Source: an optimization exercise on an open RTL-to-GDS flow (aim: small area). Production flows keep margins and buffers that such runs may drop.
Function not checked in this run: the RTL went through the layout flow alone.
No activity file was given, so power comes from the tool's default toggle rates.

$ cat flow/config.mk
export PLATFORM = sky130hd
export DESIGN_NAME = color_tracker
export DESIGN_NICKNAME = color_tracker
export VERILOG_FILES = /design/flow/design.v
export SDC_FILE = /design/flow/constraint.sdc
export NUM_CORES = 4
export LEC_CHECK = 0
export CAP_MARGIN = 20
export CORE_MARGIN = 2
export CORE_UTILIZATION = 40
export PLACE_DENSITY = 0.6
export SLEW_MARGIN = 20
export SYNTH_HIERARCHICAL = 1
$ cat flow/constraint.sdc
create_clock -name core_clock -period 6.7 [get_ports {clk_pixel}]
set_input_delay 1.3400 -clock core_clock [delete_from_list [all_inputs] [get_ports {clk_pixel}]]
set_output_delay 1.3400 -clock core_clock [all_outputs]
set_load 0.01 [all_outputs]
$ cat flow/design.v
module color_convert (
  input  logic [15:0] pixel,
  input  logic        sel_cb,   
  output logic [7:0]  luma,
  output logic [7:0]  chroma
);
  logic [4:0] r5;
  logic [5:0] g6;
  logic [4:0] b5;
  logic [4:0] u5;
  logic [4:0] w5;
  logic [5:0] x6;
  assign r5 = pixel[15:11];
  assign g6 = pixel[10:5];
  assign b5 = pixel[4:0];
  assign u5 = sel_cb ? b5 : r5;
  assign w5 = sel_cb ? r5 : b5;
  assign x6 = sel_cb ? {r5, 1'b0} : g6;
  logic luma_s0, luma_c0;
  csa_ha luma_ha1 (.a(r5[1]), .b(r5[2]), .s(luma_s0), .co(luma_c0));
  logic luma_s1, luma_c1;
  csa_fa luma_fa2 (.a(r5[0]), .b(r5[1]), .c(r5[3]), .s(luma_s1), .co(luma_c1));
  logic luma_s2, luma_c2;
  csa_ha luma_ha3 (.a(g6[0]), .b(g6[2]), .s(luma_s2), .co(luma_c2));
  logic luma_s3, luma_c3;
  csa_fa luma_fa4 (.a(r5[4]), .b(g6[1]), .c(g6[3]), .s(luma_s3), .co(luma_c3));
  logic luma_s4, luma_c4;
  csa_fa luma_fa5 (.a(g6[4]), .b(b5[0]), .c(b5[1]), .s(luma_s4), .co(luma_c4));
  logic luma_s5, luma_c5;
  csa_ha luma_ha6 (.a(b5[2]), .b(b5[4]), .s(luma_s5), .co(luma_c5));
  logic luma_s6, luma_c6;
  csa_fa luma_fa7 (.a(r5[2]), .b(r5[3]), .c(g6[2]), .s(luma_s6), .co(luma_c6));
  logic luma_s7, luma_c7;
  csa_fa luma_fa8 (.a(g6[4]), .b(g6[5]), .c(b5[1]), .s(luma_s7), .co(luma_c7));
  logic luma_s8, luma_c8;
  csa_fa luma_fa9 (.a(b5[2]), .b(b5[3]), .c(luma_c0), .s(luma_s8), .co(luma_c8));
  logic luma_s9, luma_c9;
  csa_fa luma_fa10 (.a(r5[0]), .b(r5[3]), .c(r5[4]), .s(luma_s9), .co(luma_c9));
  logic luma_s10, luma_c10;
  csa_fa luma_fa11 (.a(g6[0]), .b(g6[3]), .c(g6[5]), .s(luma_s10), .co(luma_c10));
  logic luma_s11, luma_c11;
  csa_fa luma_fa12 (.a(b5[2]), .b(b5[3]), .c(b5[4]), .s(luma_s11), .co(luma_c11));
  logic luma_s12, luma_c12;
  csa_fa luma_fa13 (.a(r5[1]), .b(r5[4]), .c(g6[1]), .s(luma_s12), .co(luma_c12));
  logic luma_s13, luma_c13;
  csa_ha luma_ha14 (.a(g6[4]), .b(b5[3]), .s(luma_s13), .co(luma_c13));
  logic luma_s14, luma_c14;
  csa_fa luma_fa15 (.a(r5[0]), .b(r5[2]), .c(g6[1]), .s(luma_s14), .co(luma_c14));
  logic luma_s15, luma_c15;
  csa_fa luma_fa16 (.a(g6[3]), .b(b5[0]), .c(b5[1]), .s(luma_s15), .co(luma_c15));
  logic luma_s16, luma_c16;
  csa_ha luma_ha17 (.a(b5[3]), .b(luma_s1), .s(luma_s16), .co(luma_c16));
  logic luma_s17, luma_c17;
  csa_fa luma_fa18 (.a(luma_s0), .b(luma_c1), .c(luma_c2), .s(luma_s17), .co(luma_c17));
  logic luma_s18, luma_c18;
  csa_fa luma_fa19 (.a(luma_s3), .b(luma_s4), .c(luma_s5), .s(luma_s18), .co(luma_c18));
  logic luma_s19, luma_c19;
  csa_fa luma_fa20 (.a(luma_c3), .b(luma_c4), .c(luma_c5), .s(luma_s19), .co(luma_c19));
  logic luma_s20, luma_c20;
  csa_fa luma_fa21 (.a(luma_s6), .b(luma_s7), .c(luma_s8), .s(luma_s20), .co(luma_c20));
  logic luma_s21, luma_c21;
  csa_fa luma_fa22 (.a(luma_c6), .b(luma_c7), .c(luma_c8), .s(luma_s21), .co(luma_c21));
  logic luma_s22, luma_c22;
  csa_fa luma_fa23 (.a(luma_s9), .b(luma_s10), .c(luma_s11), .s(luma_s22), .co(luma_c22));
  logic luma_s23, luma_c23;
  csa_fa luma_fa24 (.a(b5[4]), .b(luma_c9), .c(luma_c10), .s(luma_s23), .co(luma_c23));
  logic luma_s24, luma_c24;
  csa_fa luma_fa25 (.a(luma_c11), .b(luma_s12), .c(luma_s13), .s(luma_s24), .co(luma_c24));
  logic luma_s25, luma_c25;
  csa_fa luma_fa26 (.a(r5[2]), .b(g6[2]), .c(g6[5]), .s(luma_s25), .co(luma_c25));
  logic luma_s26, luma_c26;
  csa_fa luma_fa27 (.a(b5[4]), .b(luma_c12), .c(luma_c13), .s(luma_s26), .co(luma_c26));
  logic luma_s27, luma_c27;
  csa_ha luma_ha28 (.a(r5[1]), .b(g6[0]), .s(luma_s27), .co(luma_c27));
  logic luma_s28, luma_c28;
  csa_fa luma_fa29 (.a(g6[2]), .b(b5[0]), .c(b5[2]), .s(luma_s28), .co(luma_c28));
  logic luma_s29, luma_c29;
  csa_fa luma_fa30 (.a(luma_s2), .b(luma_c14), .c(luma_s15), .s(luma_s29), .co(luma_c29));
  logic luma_s30, luma_c30;
  csa_fa luma_fa31 (.a(luma_c15), .b(luma_c16), .c(luma_s17), .s(luma_s30), .co(luma_c30));
  logic luma_s31, luma_c31;
  csa_fa luma_fa32 (.a(luma_c17), .b(luma_c18), .c(luma_s19), .s(luma_s31), .co(luma_c31));
  logic luma_s32, luma_c32;
  csa_fa luma_fa33 (.a(luma_c19), .b(luma_c20), .c(luma_s21), .s(luma_s32), .co(luma_c32));
  logic luma_s33, luma_c33;
  csa_fa luma_fa34 (.a(luma_c21), .b(luma_c22), .c(luma_s23), .s(luma_s33), .co(luma_c33));
  logic luma_s34, luma_c34;
  csa_fa luma_fa35 (.a(luma_c23), .b(luma_c24), .c(luma_s25), .s(luma_s34), .co(luma_c34));
  logic luma_s35, luma_c35;
  csa_fa luma_fa36 (.a(r5[3]), .b(g6[3]), .c(luma_c25), .s(luma_s35), .co(luma_c35));
  logic luma_s36, luma_c36;
  csa_ha luma_ha37 (.a(r5[0]), .b(g6[0]), .s(luma_s36), .co(luma_c36));
  logic luma_s37, luma_c37;
  csa_fa luma_fa38 (.a(g6[1]), .b(b5[1]), .c(luma_s27), .s(luma_s37), .co(luma_c37));
  logic luma_s38, luma_c38;
  csa_fa luma_fa39 (.a(luma_s14), .b(luma_c27), .c(luma_s28), .s(luma_s38), .co(luma_c38));
  logic luma_s39, luma_c39;
  csa_fa luma_fa40 (.a(luma_s16), .b(luma_c28), .c(luma_s29), .s(luma_s39), .co(luma_c39));
  logic luma_s40, luma_c40;
  csa_fa luma_fa41 (.a(luma_s18), .b(luma_c29), .c(luma_s30), .s(luma_s40), .co(luma_c40));
  logic luma_s41, luma_c41;
  csa_fa luma_fa42 (.a(luma_s20), .b(luma_c30), .c(luma_s31), .s(luma_s41), .co(luma_c41));
  logic luma_s42, luma_c42;
  csa_fa luma_fa43 (.a(luma_s22), .b(luma_c31), .c(luma_s32), .s(luma_s42), .co(luma_c42));
  logic luma_s43, luma_c43;
  csa_fa luma_fa44 (.a(luma_s24), .b(luma_c32), .c(luma_s33), .s(luma_s43), .co(luma_c43));
  logic luma_s44, luma_c44;
  csa_fa luma_fa45 (.a(luma_s26), .b(luma_c33), .c(luma_s34), .s(luma_s44), .co(luma_c44));
  logic luma_s45, luma_c45;
  csa_fa luma_fa46 (.a(luma_c26), .b(luma_c34), .c(luma_s35), .s(luma_s45), .co(luma_c45));
  logic luma_s46, luma_c46;
  csa_fa luma_fa47 (.a(r5[4]), .b(g6[4]), .c(luma_c35), .s(luma_s46), .co(luma_c46));
  logic [12:0] luma_ra, luma_rb, luma_sum;
  assign luma_ra = {1'b0, g6[5], luma_c45, luma_c44, luma_c43, luma_c42, luma_c41, luma_c40, luma_c39, luma_c38, luma_c37, luma_c36, b5[0]};
  assign luma_rb = {1'b0, luma_c46, luma_s46, luma_s45, luma_s44, luma_s43, luma_s42, luma_s41, luma_s40, luma_s39, luma_s38, luma_s37, luma_s36};
  assign luma_sum = luma_ra + luma_rb;
  assign luma = luma_sum[12:5];
  logic chroma_s0, chroma_c0;
  csa_fa chroma_fa1 (.a(~g6[0]), .b(~g6[2]), .c(~g6[4]), .s(chroma_s0), .co(chroma_c0));
  logic chroma_s1, chroma_c1;
  csa_ha chroma_ha2 (.a(~w5[1]), .b(~w5[3]), .s(chroma_s1), .co(chroma_c1));
  logic chroma_s2, chroma_c2;
  csa_fa chroma_fa3 (.a(~g6[1]), .b(~g6[3]), .c(~g6[5]), .s(chroma_s2), .co(chroma_c2));
  logic chroma_s3, chroma_c3;
  csa_fa chroma_fa4 (.a(~w5[0]), .b(~w5[2]), .c(~w5[4]), .s(chroma_s3), .co(chroma_c3));
  logic chroma_s4, chroma_c4;
  csa_ha chroma_ha5 (.a(~x6[1]), .b(~x6[3]), .s(chroma_s4), .co(chroma_c4));
  logic chroma_s5, chroma_c5;
  csa_fa chroma_fa6 (.a(~g6[0]), .b(~g6[2]), .c(~g6[4]), .s(chroma_s5), .co(chroma_c5));
  logic chroma_s6, chroma_c6;
  csa_fa chroma_fa7 (.a(~w5[1]), .b(~w5[3]), .c(~x6[2]), .s(chroma_s6), .co(chroma_c6));
  logic chroma_s7, chroma_c7;
  csa_ha chroma_ha8 (.a(~x6[4]), .b(~x6[5]), .s(chroma_s7), .co(chroma_c7));
  logic chroma_s8, chroma_c8;
  csa_fa chroma_fa9 (.a(~g6[1]), .b(~g6[3]), .c(~g6[5]), .s(chroma_s8), .co(chroma_c8));
  logic chroma_s9, chroma_c9;
  csa_fa chroma_fa10 (.a(~w5[2]), .b(~w5[4]), .c(~x6[3]), .s(chroma_s9), .co(chroma_c9));
  logic chroma_s10, chroma_c10;
  assign chroma_s10 = ~x6[5] ^ 1'b1;
  assign chroma_c10 = ~x6[5] & 1'b1;
  logic chroma_s11, chroma_c11;
  csa_fa chroma_fa12 (.a(~g6[2]), .b(~g6[4]), .c(~w5[3]), .s(chroma_s11), .co(chroma_c11));
  logic chroma_s12, chroma_c12;
  csa_fa chroma_fa13 (.a(~g6[0]), .b(~g6[2]), .c(~w5[1]), .s(chroma_s12), .co(chroma_c12));
  logic chroma_s13, chroma_c13;
  csa_fa chroma_fa14 (.a(~g6[1]), .b(~g6[3]), .c(~w5[0]), .s(chroma_s13), .co(chroma_c13));
  logic chroma_s14, chroma_c14;
  csa_ha chroma_ha15 (.a(~w5[2]), .b(~x6[1]), .s(chroma_s14), .co(chroma_c14));
  logic chroma_s15, chroma_c15;
  csa_fa chroma_fa16 (.a(~x6[0]), .b(~x6[2]), .c(~x6[3]), .s(chroma_s15), .co(chroma_c15));
  logic chroma_s16, chroma_c16;
  assign chroma_s16 = 1'b1 ^ (chroma_s0 ^ chroma_s1);
  assign chroma_c16 = (1'b1 & chroma_s0) | (chroma_s1 & (1'b1 | chroma_s0));
  logic chroma_s17, chroma_c17;
  csa_fa chroma_fa18 (.a(~x6[4]), .b(chroma_c0), .c(chroma_c1), .s(chroma_s17), .co(chroma_c17));
  logic chroma_s18, chroma_c18;
  csa_fa chroma_fa19 (.a(chroma_s2), .b(chroma_s3), .c(chroma_s4), .s(chroma_s18), .co(chroma_c18));
  logic chroma_s19, chroma_c19;
  csa_fa chroma_fa20 (.a(chroma_c2), .b(chroma_c3), .c(chroma_c4), .s(chroma_s19), .co(chroma_c19));
  logic chroma_s20, chroma_c20;
  csa_fa chroma_fa21 (.a(chroma_s5), .b(chroma_s6), .c(chroma_s7), .s(chroma_s20), .co(chroma_c20));
  logic chroma_s21, chroma_c21;
  csa_fa chroma_fa22 (.a(chroma_c5), .b(chroma_c6), .c(chroma_c7), .s(chroma_s21), .co(chroma_c21));
  logic chroma_s22, chroma_c22;
  csa_fa chroma_fa23 (.a(chroma_s8), .b(chroma_s9), .c(chroma_s10), .s(chroma_s22), .co(chroma_c22));
  logic chroma_s23, chroma_c23;
  csa_fa chroma_fa24 (.a(~x6[4]), .b(u5[0]), .c(chroma_c8), .s(chroma_s23), .co(chroma_c23));
  logic chroma_s24, chroma_c24;
  csa_fa chroma_fa25 (.a(chroma_c9), .b(chroma_c10), .c(chroma_s11), .s(chroma_s24), .co(chroma_c24));
  logic chroma_s25, chroma_c25;
  csa_fa chroma_fa26 (.a(~g6[3]), .b(~g6[5]), .c(~w5[4]), .s(chroma_s25), .co(chroma_c25));
  logic chroma_s26, chroma_c26;
  csa_fa chroma_fa27 (.a(~x6[5]), .b(u5[1]), .c(chroma_c11), .s(chroma_s26), .co(chroma_c26));
  logic chroma_s27, chroma_c27;
  csa_ha chroma_ha28 (.a(~x6[0]), .b(~x6[1]), .s(chroma_s27), .co(chroma_c27));
  logic chroma_s28, chroma_c28;
  csa_fa chroma_fa29 (.a(~x6[2]), .b(chroma_c12), .c(chroma_s13), .s(chroma_s28), .co(chroma_c28));
  logic chroma_s29, chroma_c29;
  csa_fa chroma_fa30 (.a(chroma_c13), .b(chroma_c14), .c(chroma_s15), .s(chroma_s29), .co(chroma_c29));
  logic chroma_s30, chroma_c30;
  csa_fa chroma_fa31 (.a(chroma_c15), .b(chroma_c16), .c(chroma_s17), .s(chroma_s30), .co(chroma_c30));
  logic chroma_s31, chroma_c31;
  csa_fa chroma_fa32 (.a(chroma_c17), .b(chroma_c18), .c(chroma_s19), .s(chroma_s31), .co(chroma_c31));
  logic chroma_s32, chroma_c32;
  csa_fa chroma_fa33 (.a(chroma_c19), .b(chroma_c20), .c(chroma_s21), .s(chroma_s32), .co(chroma_c32));
  logic chroma_s33, chroma_c33;
  csa_fa chroma_fa34 (.a(chroma_c21), .b(chroma_c22), .c(chroma_s23), .s(chroma_s33), .co(chroma_c33));
  logic chroma_s34, chroma_c34;
  csa_fa chroma_fa35 (.a(chroma_c23), .b(chroma_c24), .c(chroma_s25), .s(chroma_s34), .co(chroma_c34));
  logic chroma_s35, chroma_c35;
  csa_fa chroma_fa36 (.a(~g6[4]), .b(u5[2]), .c(chroma_c25), .s(chroma_s35), .co(chroma_c35));
  logic chroma_s36, chroma_c36;
  csa_ha chroma_ha37 (.a(~g6[1]), .b(~w5[0]), .s(chroma_s36), .co(chroma_c36));
  logic chroma_s37, chroma_c37;
  assign chroma_s37 = 1'b1 ^ (chroma_s12 ^ chroma_s27);
  assign chroma_c37 = (1'b1 & chroma_s12) | (chroma_s27 & (1'b1 | chroma_s12));
  logic chroma_s38, chroma_c38;
  csa_fa chroma_fa39 (.a(chroma_s14), .b(chroma_c27), .c(chroma_s28), .s(chroma_s38), .co(chroma_c38));
  logic chroma_s39, chroma_c39;
  csa_fa chroma_fa40 (.a(chroma_s16), .b(chroma_c28), .c(chroma_s29), .s(chroma_s39), .co(chroma_c39));
  logic chroma_s40, chroma_c40;
  csa_fa chroma_fa41 (.a(chroma_s18), .b(chroma_c29), .c(chroma_s30), .s(chroma_s40), .co(chroma_c40));
  logic chroma_s41, chroma_c41;
  csa_fa chroma_fa42 (.a(chroma_s20), .b(chroma_c30), .c(chroma_s31), .s(chroma_s41), .co(chroma_c41));
  logic chroma_s42, chroma_c42;
  csa_fa chroma_fa43 (.a(chroma_s22), .b(chroma_c31), .c(chroma_s32), .s(chroma_s42), .co(chroma_c42));
  logic chroma_s43, chroma_c43;
  csa_fa chroma_fa44 (.a(chroma_s24), .b(chroma_c32), .c(chroma_s33), .s(chroma_s43), .co(chroma_c43));
  logic chroma_s44, chroma_c44;
  csa_fa chroma_fa45 (.a(chroma_s26), .b(chroma_c33), .c(chroma_s34), .s(chroma_s44), .co(chroma_c44));
  logic chroma_s45, chroma_c45;
  csa_fa chroma_fa46 (.a(chroma_c26), .b(chroma_c34), .c(chroma_s35), .s(chroma_s45), .co(chroma_c45));
  logic chroma_s46, chroma_c46;
  csa_fa chroma_fa47 (.a(~g6[5]), .b(u5[3]), .c(chroma_c35), .s(chroma_s46), .co(chroma_c46));
  logic [13:0] chroma_ra, chroma_rb, chroma_sum;
  assign chroma_ra = {1'b0, u5[4], chroma_c45, chroma_c44, chroma_c43, chroma_c42, chroma_c41, chroma_c40, chroma_c39, chroma_c38, chroma_c37, chroma_c36, ~x6[0], ~g6[0]};
  assign chroma_rb = {1'b0, chroma_c46, chroma_s46, chroma_s45, chroma_s44, chroma_s43, chroma_s42, chroma_s41, chroma_s40, chroma_s39, chroma_s38, chroma_s37, chroma_s36, 1'b1};
  assign chroma_sum = chroma_ra + chroma_rb;
  assign chroma = chroma_sum[13:6];
endmodule
module channel_threshold (
  input  logic [15:0] pixel,
  input  logic [7:0]  luma,
  input  logic [7:0]  chroma,    
  input  logic [2:0]  channel_sel,
  input  logic [7:0]  lower_bound,
  input  logic [7:0]  upper_bound,
  output logic [7:0]  channel,
  output logic        in_range
);
  always_comb begin
    case (channel_sel)
      3'b000:  channel = {pixel[10:5], 2'b00};   
      3'b001:  channel = {pixel[15:11], 3'b000};  
      3'b010:  channel = {pixel[4:0], 3'b000};   
      3'b100:  channel = luma;
      3'b101:  channel = chroma;  
      3'b110:  channel = chroma;  
      default: channel = '0;  
    endcase
  end
  assign in_range = (channel >= lower_bound) && (channel <= upper_bound);
endmodule
module csa_fa (
  input  logic a,
  input  logic b,
  input  logic c,
  output logic s,
  output logic co
);
  assign s  = a ^ (b ^ c);
  assign co = (a & b) | (c & (a | b));
endmodule
module csa_ha (
  input  logic a,
  input  logic b,
  output logic s,
  output logic co
);
  assign s  = a ^ b;
  assign co = a & b;
endmodule
module rc_add #(
  parameter int W = 8
) (
  input  logic [W-1:0] a,
  input  logic [W-1:0] b,
  input  logic         ci,
  output logic [W-1:0] s,
  output logic         co
);
  logic [W:0] c;
  assign c[0] = ci;
  for (genvar i = 0; i < W; i++) begin : g_bit
    csa_fa fa_i (.a(a[i]), .b(b[i]), .c(c[i]), .s(s[i]), .co(c[i+1]));
  end
  assign co = c[W];
endmodule
module rc_inc #(
  parameter int W = 8
) (
  input  logic [W-1:0] a,
  input  logic         ci,
  output logic [W-1:0] s,
  output logic         co
);
  logic [W:0] c;
  assign c[0] = ci;
  for (genvar i = 0; i < W; i++) begin : g_bit
    csa_ha ha_i (.a(a[i]), .b(c[i]), .s(s[i]), .co(c[i+1]));
  end
  assign co = c[W];
endmodule
module com_divider (
  input  logic [21:0] window,
  input  logic [21:0] divisor_n,  
  input  logic        enable,     
  output logic [20:0] rem_next,   
  output logic        q_bit
);
  logic [10:0] lo_diff;
  logic        lo_carry;    
  logic [10:0] hi_diff0, hi_diff1;
  logic        hi_carry0, hi_carry1;
  logic        fits;
  rc_add #(.W(11)) lo_i  (.a(window[10:0]),  .b(divisor_n[10:0]),  .ci(1'b1),
                          .s(lo_diff),  .co(lo_carry));
  rc_add #(.W(11)) hi0_i (.a(window[21:11]), .b(divisor_n[21:11]), .ci(1'b0),
                          .s(hi_diff0), .co(hi_carry0));
  rc_add #(.W(11)) hi1_i (.a(window[21:11]), .b(divisor_n[21:11]), .ci(1'b1),
                          .s(hi_diff1), .co(hi_carry1));
  assign fits     = lo_carry ? hi_carry1 : hi_carry0;
  assign q_bit    = enable && fits;
  assign rem_next = !q_bit ? window[20:0]
                  : lo_carry ? {hi_diff1[9:0], lo_diff} : {hi_diff0[9:0], lo_diff};
endmodule
module com_accumulator (
  input  logic        clk_pixel,
  input  logic        sys_rst,
  input  logic        mark,        
  input  logic        new_frame,
  input  logic [10:0] hcount,
  input  logic [9:0]  vcount,
  output logic [10:0] x_com,
  output logic [9:0]  y_com,
  output logic        com_valid
);
  localparam logic [5:0] X_STEPS = 6'd11;
  localparam logic [5:0] LAST    = 6'd42;  
  logic [31:0] x_sum;    
  logic [30:0] y_sum;
  logic [21:0] count_n;  
  logic        x_carry;  
  logic        y_carry;  
  logic        busy;
  logic [5:0]  step;
  logic        last;
  logic        clear;
  logic        load;
  logic        keep;
  logic [10:0] h_add;
  logic [9:0]  v_add;
  logic [11:0] x_lo;
  logic        x_lo_co;
  logic [19:0] x_hi;
  logic [10:0] y_lo;
  logic        y_lo_co;
  logic [19:0] y_hi;
  logic [20:0] rem_next;
  logic        q_bit;
  assign h_add = mark ? hcount : '0;
  assign v_add = mark ? vcount : '0;
  rc_add #(.W(11)) x_lo_i (.a(x_sum[10:0]), .b(h_add), .ci(1'b0),
                           .s(x_lo[10:0]), .co(x_lo[11]));
  assign x_lo_co = x_lo[11] & x_sum[11];
  rc_inc #(.W(20)) x_hi_i (.a(x_sum[31:12]), .ci(x_carry), .s(x_hi), .co());
  rc_add #(.W(10)) y_lo_i (.a(y_sum[9:0]), .b(v_add), .ci(1'b0),
                           .s(y_lo[9:0]), .co(y_lo[10]));
  assign y_lo_co = y_lo[10] & y_sum[10];
  rc_inc #(.W(20)) y_hi_i (.a(y_sum[30:11]), .ci(y_carry), .s(y_hi), .co());
  com_divider div_i (
    .window    (x_sum[31:10]),
    .divisor_n (count_n),
    .enable    ((step < X_STEPS) || step[5]),
    .rem_next  (rem_next),
    .q_bit     (q_bit)
  );
  assign last  = (step == LAST);
  assign clear = sys_rst || (busy && last);
  always_ff @(posedge clk_pixel) begin
    if (clear) begin
      x_sum   <= '0;
      y_sum   <= '0;
      count_n <= '1;
      x_carry <= 1'b0;
      y_carry <= 1'b0;
    end else if (busy) begin
      x_sum <= {rem_next, x_sum[9:0], y_sum[30]};
      y_sum <= {y_sum[29:0], q_bit};
    end else begin
      x_sum   <= {x_hi, x_lo[11] ^ x_sum[11], x_lo[10:0]};
      y_sum   <= {y_hi, y_lo[10] ^ y_sum[10], y_lo[9:0]};
      x_carry <= x_lo_co;
      y_carry <= y_lo_co;
      count_n <= count_n - 22'(mark);
    end
  end
  always_ff @(posedge clk_pixel) begin
    if (sys_rst) begin
      busy <= 1'b0;
      step <= '0;
    end else if (busy) begin
      busy <= !last;
      step <= last ? '0 : step + 1'b1;
    end else begin
      busy <= new_frame && (count_n != '1);
      step <= '0;
    end
  end
  assign load = busy && last && !sys_rst;
  assign keep = !(busy && last) && !sys_rst;
  always_ff @(posedge clk_pixel) begin
    x_com     <= (x_sum[10:0] & {11{load}}) | (x_com & {11{keep}});
    y_com     <= (y_sum[9:0] & {10{load}}) | (y_com & {10{keep}});
    com_valid <= load;
  end
endmodule
module overlay_mux (
  input  logic [15:0] bg_pix,
  input  logic        mask,
  input  logic [10:0] hcount,
  input  logic [9:0]  vcount,
  input  logic [1:0]  bg_sel,
  input  logic [1:0]  target_sel,
  input  logic [10:0] x_com,
  input  logic [9:0]  y_com,
  output logic [23:0] pixel_out
);
  logic [7:0]  gray;
  logic [23:0] bg;
  logic        on_cross;
  assign gray = bg_pix[7:0];
  always_comb begin
    case (bg_sel)
      2'b00:   bg = {bg_pix[15:11], 3'b000, bg_pix[10:5], 2'b00, bg_pix[4:0], 3'b000};
      2'b01:   bg = {gray, gray, gray};
      2'b10:   bg = {24{mask}};
      default: bg = mask ? 24'hFF00FF : {gray, gray, gray};
    endcase
  end
  assign on_cross = (target_sel == 2'b01) && ((hcount == x_com) || (vcount == y_com));
  assign pixel_out = on_cross ? 24'hFFFFFF : bg;
endmodule
module color_tracker #(
  parameter int SUM_BITS = 32  
) (
  input  logic        clk_pixel,
  input  logic        sys_rst,
  input  logic [15:0] pixel,
  input  logic [24:0] timing,
  input  logic [2:0]  channel_sel,
  input  logic [7:0]  lower_bound,
  input  logic [7:0]  upper_bound,
  input  logic [1:0]  bg_sel,
  input  logic [1:0]  target_sel,
  output logic [23:0] pixel_out,
  output logic [24:0] timing_out,
  output logic [10:0] x_com,
  output logic [9:0]  y_com,
  output logic        com_valid
);
  logic [15:0] pix_q1, pix_q2, pix_q3, pix_q4;
  logic [24:0] tim_q1, tim_q2, tim_q3, tim_q4, tim_q5;
  logic [3:0]  rst_hist;  
  logic [7:0]  luma, chroma, channel;
  logic        in_range;
  logic [15:0] bg_q;
  logic        mask_q;
  logic        sel_cb_q;  
  color_convert color_convert_i (
    .pixel  (pix_q4),
    .sel_cb (sel_cb_q),
    .luma   (luma),
    .chroma (chroma)
  );
  channel_threshold channel_threshold_i (
    .pixel       (pix_q4),
    .luma        (luma),
    .chroma      (chroma),
    .channel_sel (channel_sel),
    .lower_bound (lower_bound),
    .upper_bound (upper_bound),
    .channel     (channel),
    .in_range    (in_range)
  );
  always_ff @(posedge clk_pixel) begin
    pix_q1   <= pixel;
    pix_q2   <= pix_q1;
    pix_q3   <= pix_q2;
    pix_q4   <= pix_q3;
    tim_q1   <= timing;
    tim_q2   <= tim_q1;
    tim_q3   <= tim_q2;
    tim_q4   <= tim_q3;
    rst_hist <= {rst_hist[2:0], sys_rst};
    if (sys_rst || (rst_hist != '0)) tim_q5 <= '0;
    else tim_q5 <= tim_q4;
    mask_q   <= in_range;
    sel_cb_q <= channel_sel[1];  
    bg_q[15:8] <= pix_q4[15:8];
    if (bg_sel == 2'b00) bg_q[7:0] <= pix_q4[7:0];
    else if (bg_sel[1]) bg_q[7:0] <= luma;
    else bg_q[7:0] <= channel;
  end
  assign timing_out = tim_q5;
  com_accumulator com_accumulator_i (
    .clk_pixel (clk_pixel),
    .sys_rst   (sys_rst),
    .mark      (tim_q5[3] && mask_q),
    .new_frame (tim_q5[0]),
    .hcount    (tim_q5[24:14]),
    .vcount    (tim_q5[13:4]),
    .x_com     (x_com),
    .y_com     (y_com),
    .com_valid (com_valid)
  );
  overlay_mux overlay_mux_i (
    .bg_pix     (bg_q),
    .mask       (mask_q),
    .hcount     (tim_q5[24:14]),
    .vcount     (tim_q5[13:4]),
    .bg_sel     (bg_sel),
    .target_sel (target_sel),
    .x_com      (x_com),
    .y_com      (y_com),
    .pixel_out  (pixel_out)
  );
endmodule
$ cat flow/run.sh
#!/bin/bash
# synth_recipe.tcl (not shown) runs the flow's synth.tcl, then flattens the netlist and writes it again
# the make line also repeats each setting of config.mk as NAME=value (left out here)
make -C /OpenROAD-flow-scripts/flow DESIGN_CONFIG=/design/flow/config.mk WORK_HOME=/design/flow/orfs CLKGATE_MAP_FILE= SYNTH_SCRIPT=/design/flow/synth_recipe.tcl finish
==> results.ini <==
[status]
status = finished clean

[timing]
tightest_slew_ps = 916.9
hold_ws_ps = 323.2
fmax_mhz = 160.7
grt_setup_unrepaired = no
hold_viol = 0
period_needed_ps = 6224
slew_headroom = 0.3868
drv_slew = 0
skew_ps = 29.46
setup_viol = 0
timing.setup.tns_ps = 0
post-route-period-util = 0.9290

[power_and_ir_drop]
internal-power_uw = 4265
p_sw_uw = 2038
p_sw_frac = 0.3233
p_comb_frac = 0.339
p_per_area_nw_per_um2 = 340.7
p_clk_frac = 0.328
ir_drop_mv = 0.2351
power_leakage_uw = 0.007710
pwr-share-seq = 0.332

[grt]
grt_pass1_vias = 9834
grt_start_max_net_pins = 69
antenna_found_initial = 1
grt_first_pass_wirelength_mm = 53.11
grt.total_usage = 0.1645
overflow = 0

[floorplanning]
die_area_um2 = 40100
core_um2 = 37760
start_util = 0.4081
rows = 71
io_pins = 137
fp.dieH_um = 200.3
fp.dieW_um = 200.3

[clock_network]
h-tree-depth = 2
post-cts-setup-buffers = 0
clk_pin_slew_worst_paths_ps = 50
clkSinkCount = 327
clock_tree.root_cell = clkbuf_16
hold_buffers = 0
postCtsResizedCells = 0
clkLatencyLatePin_ps = 540
cts_buffers = 36
cts_tree = done
clockBufferDepth = 3

[detailed_routing]
postRouteAntennaNets = 0
via_per_inst = 4.908
post-route-drc-count = 0
routed_wl_mm = 32.68
vias = 9712
post_drt_wl_per_cell_um = 16.51
drt_iter0_drc = 546
drt-pass1-iter-count = 4

[worst_hold_path]
hold_path_class = flop to flop

[run]
maxCapViolCount = 0

[finish]
regArea_um2 = 6550
antenna_cells = 0
nets = 1738
drive_gt1_frac = 0.09673
postLayoutCoreUtil = 0.4900
final.fill_count = 3360
area_growth_pct = 20.08
multi_input_area_um2 = 8361

[yosys]
synthArstFlopShare = 0
synth_edf_count = 0
synth_top_area_frac = 0.4249
synth.cell_area_um2 = 15410
avgSynthCellArea_um2 = 11.83
synth-seq-area-share = 0.4249
synth_cell_type_count = 77
yosysTopAreaCell = dfxtp_1
synthFlopType = dfxtp_1
yosys-top-cells-area = dfxtp_1 42%, fa_1 17%, ha_1 8.1%
ys.warnings.count = 10
syn_inst = 1302
ys_ff_latch = 327

[setup_path]
cp_max_fo = 21
required_ps = 7070
r2r-end = com_accumulator_i.x_sum[12]
worstSetupStartpointType = flop
cp.arrival_ps = 6600
crit_path_start = com_accumulator_i.x_sum[10]
path_class = flop to flop
reg2reg_from = com_accumulator_i.x_sum[10]
crit_path_end_kind = flop
worst-r2r-cell-count = 16
r2r_slack_ps = 480
cp-endpoint = com_accumulator_i.x_sum[12]

[placement]
io_buffers = 136
place.gp.congestion = 0.8472
post-dp-hpwl_mm = 24.36

## Yosys stat by module (local to each module, per instance), a selection
| module | cells inside | copies in the design |
|---|---|---|
| color_convert | 131 | 1 |
| csa_fa | 1 | 132 |
| channel_threshold | 115 | 1 |
| csa_ha | 1 | 53 |
| overlay_mux | 111 | 1 |
| color_tracker | 270 | 1 |
| com_divider | 52 | 1 |
| com_accumulator | 438 | 1 |
## metal layers
| metal | vias up | global-route usage | wire length, µm |
|---|---|---|---|
| met5 | - | 0 | 0 |
| met4 | 0 | 0.05079 | 716 |
| met3 | 43 | 0.03384 | 1560 |
| met2 | 211 | 0.2622 | 15100 |
| met1 | 4741 | 0.2250 | 15310 |
| li1 | 4717 | - | - |
## power by group through the flow
stage / combinational, µW / sequential, µW / clock (µW)
floorplan: 1540 / 2110 / 0
global placement: 2090 / 2130 / 0
detailed placement: 2120 / 2130 / 0
CTS: 2140 / 2090 / 2130
global route: 2380 / 2100 / 2220
finish: 2140 / 2090 / 2070
## area by class of cell
cell class	count	area share
Clock buffer	51	0.05675
Clock inverter	15	0.01190
Inverter	42	0.008522
Multi-Input combinational cell	875	0.4519
Sequential cell	327	0.3541
Tap cell	511	0.03456
Timing Repair Buffer	158	0.08225
## kinds of logic after synthesis
| family | count (synthesis) | share of synthesized area |
|---|---|---|
| compound gates | 155 | 0.06595 |
| xor+xnor | 44 | 0.02501 |
| fa+ha+maj | 232 | 0.2527 |
| buf+inv | 102 | 0.03395 |
| flops | 327 | 0.4249 |
| mux | 124 | 0.08454 |
| other cells | 3 | 0.0007309 |
| simple gates | 315 | 0.1122 |
## how the worst min path moves through the flow
stage | startpoint | endpoint | slack (ps) | cells after the start
floorplan | pix_q1[0] | pix_q2[0] | 310 | 0
global placement | tim_q2[6] | tim_q3[6] | 310 | 0
detailed placement | pix_q1[6] | pix_q2[6] | 310 | 0
CTS | pix_q2[11] | pix_q3[11] | 320 | 0
global route | pix_q3[15] | pix_q4[15] | 330 | 0
finish | pix_q3[15] | pix_q4[15] | 320 | 0
## placed cells by master (no fill, tap or decap), types with 22 or more instances in the layout
| cell type | n |
|---|---|
| dfxtp_1 | 326 |
| clkdlybuf4s50_1 | 135 |
| fa_1 | 132 |
| nor2_1 | 107 |
| mux2i_1 | 105 |
| ha_1 | 100 |
| nand2_1 | 61 |
| a21oi_1 | 54 |
| inv_1 | 41 |
| clkbuf_16 | 38 |
| xnor2_1 | 30 |
| and2_1 | 26 |
| o21ai_0 | 25 |
| buf_4 | 22 |
## worst max-delay path, cell delays in order (launching register included)
cell     delay (ps)
dfxtp_1         370
fa_1            460
fa_1            400
fa_1            390
fa_1            390
fa_1            390
fa_1            390
fa_1            390
fa_1            390
fa_1            390
fa_1            390
fa_1            430
mux2_4          430
nand2_2         340
mux2_1          360
mux2i_1         130
nor2_1           50
## stage by stage
stage	setup WS, ps	std cells	total power (µW)	cell area (µm²)
2_1_floorplan	948.2	1304	3654	15410
3_3_place_gp	523.6	1913	4221	17230
3_5_place_dp	494.6	1913	4257	17230
4_1_cts	456.0	1979	6368	18500
5_1_grt	162.8	1979	6699	18500
6_report	475.9	1979	6302	18500
## state kept, by name, indices dropped and copies added, names as in the netlist, 4 cells and up
signal / cells
com_accumulator_i.x_sum: 32
com_accumulator_i.y_sum: 31
tim_q1: 25
tim_q2: 25
tim_q3: 25
tim_q4: 25
tim_q5: 25
com_accumulator_i.count_n: 22
bg_q: 16
pix_q1: 16
pix_q2: 16
pix_q3: 16
pix_q4: 16
com_accumulator_i.x_com: 11
com_accumulator_i.y_com: 10
com_accumulator_i.step: 6
rst_hist: 4
## Yosys cell counts, drive strengths merged, types with 2 or more instances
library cell,instances
a211oi,7
a21o,5
a21oi,55
a22o,21
a31oi,12
and2,27
and3,5
and4,2
buf,28
clkbuf,32
conb,3
dfxtp,327
fa,132
ha,100
inv,42
mux2,19
mux2i,105
nand2,63
nand2b,8
nand3,12
nand3b,3
nand4,9
nand4b,3
nor2,107
nor2b,6
nor3,17
nor3b,28
nor4,6
o21a,4
o21ai,28
o21bai,5
o31ai,5
or3,5
or4,8
or4b,2
xnor2,30
xor2,14

## static timing again, ports no longer ideal
How much do the figures lean on ideal ports? The routed layout below was timed once more, with nothing changed but the port constraints. Step 1: set_driving_cell puts a clkbuf_16 on clk_pixel and a buf_2 on each other input, an assumption about the parent block. Step 2 adds t to the input delays and takes it off the output delays; t is the mean of the earliest and latest rising clock arrival at the registers after step 1. Input paths then give back, and output paths get back, about the clock's delay inside the block. Three values: ideal ports, drivers, drivers and shift; two values: the first two.
t, ns: 0.572
slack for setup (ns): 0.476 / 0.476 / 0.476
hold WS [ns]: 0.323 / 0.323 / 0.323
clock arrival spread, ns: 0.030 / 0.031
cell pins on the clock port's net: 1
After both steps this run still meets setup and hold. For this run, drivers alone change the setup slack by 0.000 ns; drivers and shift together by 0.000 ns.
